This is an optimization exercise on Yosys and OpenROAD, whose aim is small area and a short achievable clock period, not a production implementation. Only simulation tests tie the RTL to the original design; equivalence was not proved. Power and IR drop assume default switching activity.

== main ==
// mc_rf_top
module mc_rf_top #(
	parameter int NUM_CS = 8
) (
	input  logic clk,
	input  logic rst,
	input  logic bus_cyc_i,
	input  logic bus_stb_i,
	input  logic bus_we_i,
	input  logic [31:0] bus_addr_i,
	input  logic [mc_pkg::DATA_W-1:0] bus_data_i,
	input  logic mc_sts_i,
	input  logic cs_le_i,
	input  logic init_ack_i,
	input  logic lmr_ack_i,
	output logic ack_o,
	output logic [mc_pkg::DATA_W-1:0] rd_data_o,
	output logic wp_err_o,
	output logic [mc_pkg::MAX_CS-1:0] cs_o,
	output logic [mc_pkg::DATA_W-1:0] csc_sel_o,
	output logic [mc_pkg::DATA_W-1:0] tms_sel_o,
	output logic [mc_pkg::MAX_CS-1:0] cs_need_rfr_o,
	output logic [2:0] ref_int_o,
	output logic [7:0] rfr_ps_val_o,
	output logic mc_vpen_o,
	output logic fs_o,
	output logic init_req_o,
	output logic lmr_req_o,
	output logic [mc_pkg::MAX_CS-1:0] spec_req_cs_o
);
Size: about 2300 cells after synthesis, ~710 flip-flops, roughly 210 I/O pins, roughly 31000 um^2 of cells after synthesis.
Settings: LEC_CHECK=0, CAP_MARGIN=20, CORE_MARGIN=2, CORE_UTILIZATION=60, CTS_BUF_LIST=sky130_fd_sc_hd__clkbuf_8, CTS_CLUSTER_DIAMETER=60, CTS_CLUSTER_SIZE=14, SETUP_SLACK_MARGIN=3.7, SLEW_MARGIN=20; clock period 7.0 ns.
standard.sh (not shown) runs the stock make flow with config.mk's settings and CLKGATE_MAP_FILE= SYNTH_SCRIPT=/design/flow/synth_recipe.tcl, a recipe that flattens the netlist after the stock synthesis.
==> flow/flow/run.sh <==
#!/bin/bash
# Standard ORFS layout (standard synthesis script), with resizing free to
# change cell footprints, plain buffers on the ports, and the slow
# single-size a222oi cell kept out of mapping and resizing.
set -euo pipefail
DU="$(cat flow/dont_use.txt)"
bash standard.sh MATCH_CELL_FOOTPRINT=0 "BUFFER_PORTS_ARGS=-buffer_cell sky130_fd_sc_hd__buf_2" "DONT_USE_CELLS=$DU" finish > standard.log 2>&1
==> flow/flow/dont_use.txt <==
sky130_fd_sc_hd__probe_p_8 sky130_fd_sc_hd__probec_p_8 sky130_fd_sc_hd__lpflow_bleeder_1 sky130_fd_sc_hd__lpflow_clkbufkapwr_1 sky130_fd_sc_hd__lpflow_clkbufkapwr_16 sky130_fd_sc_hd__lpflow_clkbufkapwr_2 sky130_fd_sc_hd__lpflow_clkbufkapwr_4 sky130_fd_sc_hd__lpflow_clkbufkapwr_8 sky130_fd_sc_hd__lpflow_clkinvkapwr_1 sky130_fd_sc_hd__lpflow_clkinvkapwr_16 sky130_fd_sc_hd__lpflow_clkinvkapwr_2 sky130_fd_sc_hd__lpflow_clkinvkapwr_4 sky130_fd_sc_hd__lpflow_clkinvkapwr_8 sky130_fd_sc_hd__lpflow_decapkapwr_12 sky130_fd_sc_hd__lpflow_decapkapwr_3 sky130_fd_sc_hd__lpflow_decapkapwr_4 sky130_fd_sc_hd__lpflow_decapkapwr_6 sky130_fd_sc_hd__lpflow_decapkapwr_8 sky130_fd_sc_hd__lpflow_inputiso0n_1 sky130_fd_sc_hd__lpflow_inputiso0p_1 sky130_fd_sc_hd__lpflow_inputiso1n_1 sky130_fd_sc_hd__lpflow_inputiso1p_1 sky130_fd_sc_hd__lpflow_inputisolatch_1 sky130_fd_sc_hd__lpflow_isobufsrc_1 sky130_fd_sc_hd__lpflow_isobufsrc_16 sky130_fd_sc_hd__lpflow_isobufsrc_2 sky130_fd_sc_hd__lpflow_isobufsrc_4 sky130_fd_sc_hd__lpflow_isobufsrc_8 sky130_fd_sc_hd__lpflow_isobufsrckapwr_16 sky130_fd_sc_hd__lpflow_lsbuf_lh_hl_isowell_tap_1 sky130_fd_sc_hd__lpflow_lsbuf_lh_hl_isowell_tap_2 sky130_fd_sc_hd__lpflow_lsbuf_lh_hl_isowell_tap_4 sky130_fd_sc_hd__lpflow_lsbuf_lh_isowell_4 sky130_fd_sc_hd__lpflow_lsbuf_lh_isowell_tap_1 sky130_fd_sc_hd__lpflow_lsbuf_lh_isowell_tap_2 sky130_fd_sc_hd__lpflow_lsbuf_lh_isowell_tap_4 sky130_fd_sc_hd__a222oi_1
## Diff of input files: the feature branch against main
--- a/flow/design.v
+++ b/flow/design.v
@@ -226,63 +226,50 @@
 	begin
 		lower[0] = 1'b0;
 		for (int i = 1; i < N; i++)
 			lower[i] = lower[i-1] | match[i-1];
 		for (int i = 0; i < N - 1; i++)
 			sel[i] = match[i] & ~lower[i];
 		sel[N-1] = ~lower[N-1];
 	end
-	logic [N-1:0] sel_ld;
-	logic hold;
-	logic [W-1:0] tms_sel_n;
-	assign tms_sel_o = ~tms_sel_n;
-	assign sel_ld = sel & {N{load}};
-	assign hold = ~load;
 	always_comb
 	begin
-		csc_d = {W{hold}} & csc_sel_o;
-		tms_d = {W{hold}} & ~tms_sel_n;
+		csc_d = '0;
+		tms_d = '0;
 		tms_fill = 1'b0;
 		for (int i = 0; i < N; i++)
 		begin
 			if (i == N - 1)
-				csc_d = csc_d | ({W{sel_ld[i] & csc_v[i]}} & csc_q[i]);
+				csc_d = csc_d | ({W{sel[i] & csc_v[i]}} & csc_q[i]);
 			else
-				csc_d = csc_d | ({W{sel_ld[i]}} & csc_q[i]);
-			tms_d = tms_d | ({W{sel_ld[i]}} & tms_q[i]);
-			tms_fill = tms_fill | (sel_ld[i] & ~tms_v[i]);
+				csc_d = csc_d | ({W{sel[i]}} & csc_q[i]);
+			tms_d = tms_d | ({W{sel[i]}} & tms_q[i]);
+			tms_fill = tms_fill | (sel[i] & ~tms_v[i]);
 		end
 		tms_d = tms_d | {W{tms_fill}};
 	end
-	always_ff @(posedge clk or posedge rst)
-	begin
-		if (rst)
-		begin
-			csc_sel_o <= '0;
-			tms_sel_n <= '0;
-		end
-		else
-		begin
-			csc_sel_o <= csc_d;
-			tms_sel_n <= ~tms_d;
-		end
-	end
+	logic [W-1:0] tms_sel_n;
+	assign tms_sel_o = ~tms_sel_n;
 	always_ff @(posedge clk or posedge rst)
 	begin
 		if (rst)
 		begin
 			cs_o <= '0;
 			wp_err_o <= 1'b0;
+			csc_sel_o <= '0;
+			tms_sel_n <= '0;
 		end
 		else if (load)
 		begin
 			cs_o <= '0;
 			cs_o[N-1:0] <= match;
 			wp_err_o <= |(match & wp_bit) & bus_we_i;
+			csc_sel_o <= csc_d;
+			tms_sel_n <= ~tms_d;
 		end
 		else if (!bus_cyc_i)
 			wp_err_o <= 1'b0;
 	end
 	logic [W-1:0] rd_d;
 	logic [4:0] rd_idx;
 	logic rd_csr, rd_mask, rd_fill;
 	logic [N-1:0] rd_csc, rd_tms;
Findings:
| proportion of cell area spent on the clock network | main vs the feature branch | ≈ equal |. On the feature branch: mean routed wirelength per cell is about 0.9% higher than what main gave. Total power, the feature branch vs main: down by a few percent. Final setup slack of the worst path (higher): the feature branch. As of the feature branch, wire length reported by the detailed router had fallen by a few percent compared to main. In the metrics for main and the feature branch, the one carrying the higher buffers plus inverters on the worst setup path is the feature branch. Comparing the feature branch with main, the later-pin clock latency in the skew report came out essentially unchanged. Count of plain and timing-repair buffers in the layout (lower): main. Compared the feature branch against main; maximum frequency within noise.

## what the ideal ports hide
No port has a modelled driver above. Below, the same layouts with a new extraction and two added sets of constraints.
Step 1, drivers: a clkbuf_16 drives clk and a buf_2 each remaining input, both assumed.
Step 2 adds t to the input delays and takes it off the output delays; t is the mean of the earliest and latest rising clock arrival at the registers after step 1. Input paths then give back, and output paths get back, about the clock's delay inside the block.
a / b / c = no drivers / after step 1 / after step 2; a / b = the first two.
run	t, ns	setup slack, ns	worst hold slack (ns)
main	0.788	3.669 / 3.698 / 2.910	0.401 / 0.401 / 0.401
the feature branch	0.776	3.675 / 3.621 / 2.845	0.396 / 0.396 / 0.396
After both steps setup and hold are still met in every run listed. For the feature branch, which loses most, drivers alone change the setup slack by -0.054 ns; drivers and shift together by -0.830 ns.
